Source: an optimization exercise on an open RTL-to-GDS flow (aim: small area and a short achievable clock period). Production flows keep margins and buffers that such runs may drop.
Only simulation tests tie the RTL to the original design; equivalence was not proved.
No activity file was given, so power comes from the tool's default toggle rates.

==> flow/design.v <==
package usb_pkg;
  localparam int unsigned USB_BUF_DEPTH  = 64;
  localparam int unsigned USB_BUF_ADDR_W = 6;
  localparam logic [1:0] SIZE_BYTE = 2'd0;
  localparam logic [1:0] SIZE_HALF = 2'd1;
  localparam logic [1:0] SIZE_WORD = 2'd2;
  localparam logic [3:0] PID_OUT   = 4'b0001;
  localparam logic [3:0] PID_IN    = 4'b1001;
  localparam logic [3:0] PID_DATA0 = 4'b0011;
  localparam logic [3:0] PID_DATA1 = 4'b1011;
  localparam logic [3:0] PID_ACK   = 4'b0010;
  localparam logic [3:0] PID_NAK   = 4'b1010;
  localparam logic [3:0] PID_STALL = 4'b1110;
  function automatic logic [2:0] size_bytes(input logic [1:0] sz);
    logic [2:0] n;
    case (sz)
      SIZE_BYTE: n = 3'd1;
      SIZE_HALF: n = 3'd2;
      SIZE_WORD: n = 3'd4;
      default:   n = 3'd0;
    endcase
    size_bytes = n;
  endfunction
endpackage
module usb_buffer_mem
#(
  parameter int unsigned DEPTH  = usb_pkg::USB_BUF_DEPTH,
  parameter int unsigned ADDR_W = usb_pkg::USB_BUF_ADDR_W
) (
  input  logic              clk_i,
  input  logic [ADDR_W-1:0] waddr_i,
  input  logic [3:0]        wlane_en_i,
  input  logic [31:0]       wdata_i,
  input  logic [ADDR_W-1:0] raddr_i,
  output logic [31:0]       rdata_o
);
  localparam int unsigned Rows  = DEPTH / 4;
  localparam int unsigned RowW  = ADDR_W - 2;
  logic [7:0] bank_q [4][Rows];
  logic [7:0] bank_rd [4];
  for (genvar b = 0; b < 4; b++) begin : gen_bank
    logic [1:0]      wlane;
    logic [RowW-1:0] wrow, rrow;
    logic [7:0]      wbyte;
    logic            wen;
    assign wlane = 2'(b) - waddr_i[1:0];
    assign wrow  = waddr_i[ADDR_W-1:2] + RowW'(2'(b) < waddr_i[1:0]);
    assign wbyte = wdata_i[8*wlane +: 8];
    assign wen   = wlane_en_i[wlane];
    assign rrow  = raddr_i[ADDR_W-1:2] + RowW'(2'(b) < raddr_i[1:0]);
    assign bank_rd[b] = bank_q[b][rrow];
    for (genvar r = 0; r < Rows; r++) begin : gen_row
      always_ff @(posedge clk_i) begin
        if (wen && wrow == RowW'(r)) bank_q[b][r] <= wbyte;
      end
    end
  end
  for (genvar k = 0; k < 4; k++) begin : gen_lane
    logic [1:0] bsel;
    assign bsel = raddr_i[1:0] + 2'(k);
    assign rdata_o[8*k +: 8] = bank_rd[bsel];
  end
endmodule
module usb_data_buffer
#(
  parameter int unsigned DEPTH  = usb_pkg::USB_BUF_DEPTH,
  parameter int unsigned ADDR_W = usb_pkg::USB_BUF_ADDR_W
) (
  input  logic              clk,
  input  logic              n_rst,
  input  logic              flush,
  input  logic              clear,
  input  logic              store_rx_packet_data,
  input  logic [7:0]        rx_packet_data,
  input  logic              get_rx_data,
  input  logic              store_tx_data,
  input  logic [1:0]        data_size,
  input  logic [31:0]       tx_data,
  output logic [31:0]       rx_data,
  input  logic              get_tx_packet_data,
  output logic [7:0]        tx_packet_data,
  output logic [ADDR_W:0]   buffer_occupancy
);
  localparam int unsigned CntW = ADDR_W + 1;
  logic [ADDR_W-1:0] rd_ptr_q, rd_ptr_d;
  logic [ADDR_W-1:0] wr_ptr_q, wr_ptr_d;
  logic [CntW-1:0]   occ_q, occ_d;
  logic [2:0]  push_size, pop_size, push_cnt, pop_cnt, rx_size;
  logic [31:0] push_data, win;
  logic [3:0]  slot_free;
  always_comb begin
    push_size = '0;
    if (store_rx_packet_data) begin
      push_size = 3'd1;
    end else if (store_tx_data) begin
      push_size = usb_pkg::size_bytes(data_size);
    end
    pop_size = '0;
    if (get_tx_packet_data) begin
      pop_size = 3'd1;
    end else if (get_rx_data) begin
      pop_size = usb_pkg::size_bytes(data_size);
    end
    push_cnt = (occ_q + CntW'(push_size) <= CntW'(DEPTH)) ? push_size : '0;
    pop_cnt  = (occ_q >= CntW'(pop_size)) ? pop_size : '0;
    wr_ptr_d = wr_ptr_q + ADDR_W'(push_cnt);
    rd_ptr_d = rd_ptr_q + ADDR_W'(pop_cnt);
    occ_d    = occ_q + CntW'(push_cnt) - CntW'(pop_cnt);
    if (flush || clear) begin
      wr_ptr_d = '0;
      rd_ptr_d = '0;
      occ_d    = '0;
    end
  end
  always_ff @(posedge clk or negedge n_rst) begin
    if (!n_rst) begin
      rd_ptr_q <= '0;
      wr_ptr_q <= '0;
      occ_q    <= '0;
    end else begin
      rd_ptr_q <= rd_ptr_d;
      wr_ptr_q <= wr_ptr_d;
      occ_q    <= occ_d;
    end
  end
  for (genvar k = 0; k < 4; k++) begin : gen_free
    assign slot_free[k] = occ_q < CntW'(DEPTH - k);
  end
  assign push_data = store_rx_packet_data ? {tx_data[31:8], rx_packet_data} : tx_data;
  usb_buffer_mem #(
    .DEPTH  (DEPTH),
    .ADDR_W (ADDR_W)
  ) u_mem (
    .clk_i      (clk),
    .waddr_i    (wr_ptr_q),
    .wlane_en_i (slot_free),
    .wdata_i    (push_data),
    .raddr_i    (rd_ptr_q),
    .rdata_o    (win)
  );
  always_comb begin
    rx_size = usb_pkg::size_bytes(data_size);
    rx_data = '0;
    for (int k = 0; k < 4; k++) begin
      if (rx_size > 3'(k) && occ_q > CntW'(k)) begin
        rx_data[8*k +: 8] = win[8*k +: 8];
      end
    end
    tx_packet_data = (occ_q != '0) ? win[7:0] : 8'h00;
  end
  assign buffer_occupancy = occ_q;
endmodule
Settings: LEC_CHECK=0, CAP_MARGIN=20, CORE_MARGIN=2, CORE_UTILIZATION=30, SLEW_MARGIN=20; clock period 7.0 ns.
run.sh (not shown) runs the stock make flow with config.mk's settings and CLKGATE_MAP_FILE= SYNTH_SCRIPT=/design/flow/synth_recipe.tcl, a recipe that flattens the netlist after the stock synthesis.
Edit:
--- a/flow/design.v
+++ b/flow/design.v
@@ -86,8 +86,11 @@
   logic [ADDR_W-1:0] wr_ptr_q, wr_ptr_d;
   logic [CntW-1:0]   occ_q, occ_d;
   logic [2:0]  push_size, pop_size, push_cnt, pop_cnt, rx_size;
-  logic [31:0] push_data, win;
+  logic [31:0] push_data, behind;
   logic [3:0]  slot_free;
+  logic [3:0][7:0] win_q, win_d;
+  logic [7:0][7:0] ext;     
+  logic [7:0][7:0] fill;    
   always_comb begin
     push_size = '0;
     if (store_rx_packet_data) begin
@@ -135,18 +138,38 @@
     .waddr_i    (wr_ptr_q),
     .wlane_en_i (slot_free),
     .wdata_i    (push_data),
-    .raddr_i    (rd_ptr_q),
-    .rdata_o    (win)
+    .raddr_i    (rd_ptr_q + ADDR_W'(4)),
+    .rdata_o    (behind)
   );
+  always_comb begin
+    for (int j = 0; j < 8; j++) begin
+      ext[j]  = (j < 4) ? win_q[j % 4] : behind[8*(j%4) +: 8];
+      fill[j] = ext[j];
+      for (int i = 0; i < 4; i++) begin
+        if (i <= j && occ_q == CntW'(j - i)) fill[j] = push_data[8*i +: 8];
+      end
+    end
+    for (int k = 0; k < 4; k++) begin
+      case (pop_cnt)
+        3'd1:    win_d[k] = fill[k + 1];
+        3'd2:    win_d[k] = fill[k + 2];
+        3'd4:    win_d[k] = fill[k + 4];
+        default: win_d[k] = fill[k];
+      endcase
+    end
+  end
+  always_ff @(posedge clk) begin
+    win_q <= win_d;
+  end
   always_comb begin
     rx_size = usb_pkg::size_bytes(data_size);
     rx_data = '0;
     for (int k = 0; k < 4; k++) begin
       if (rx_size > 3'(k) && occ_q > CntW'(k)) begin
-        rx_data[8*k +: 8] = win[8*k +: 8];
+        rx_data[8*k +: 8] = win_q[k];
       end
     end
-    tx_packet_data = (occ_q != '0) ? win[7:0] : 8'h00;
+    tx_packet_data = (occ_q != '0) ? win_q[0] : 8'h00;
   end
   assign buffer_occupancy = occ_q;
 endmodule
Total power went up by about a fifth.
Die area went up by a few percent.
Clock power went up by a few percent.
Area after synthesis went up by a few percent.
Setup slack improved by 750 ps.
Routed wire length went down slightly.
Hold slack got worse by 98 ps.
Sequential power went up by a little under a tenth.
Clock skew went up by 46 ps.
Flip-flop and latch count went up by 32.

## afterwards: timing with drivers on the ports
In the flow no input, the clock included, has a driving cell. The finished layouts below were timed again as built, in two steps.
Step 1 (the two cells are an assumption about what drives the block):
set clk [get_ports {clk}]
set_driving_cell -lib_cell sky130_fd_sc_hd__clkbuf_16 $clk
set_driving_cell -lib_cell sky130_fd_sc_hd__buf_2 [delete_from_list [all_inputs] $clk]
Step 2 moves the port delays by t, midway between the first and last clock arrival at a register: inputs arrive t later, outputs are due t later. That takes back most of the time a late clock gives input paths.
Slacks: ideal ports / drivers / drivers and shift; pairs: ideal ports / drivers.
| run | shift t [ns] | setup slack, ns | worst data-port slew with drivers (ns) |
|---|---|---|---|
| the first run | 0.685 | 0.161 / 0.096 / 0.578 | 0.05 |
| the second run | 0.703 | 0.913 / 0.846 / 0.542 | 0.13 |
After both steps every run listed still meets setup and hold. For the second run, which loses most, drivers alone change the setup slack by -0.067 ns; drivers and shift together by -0.371 ns.
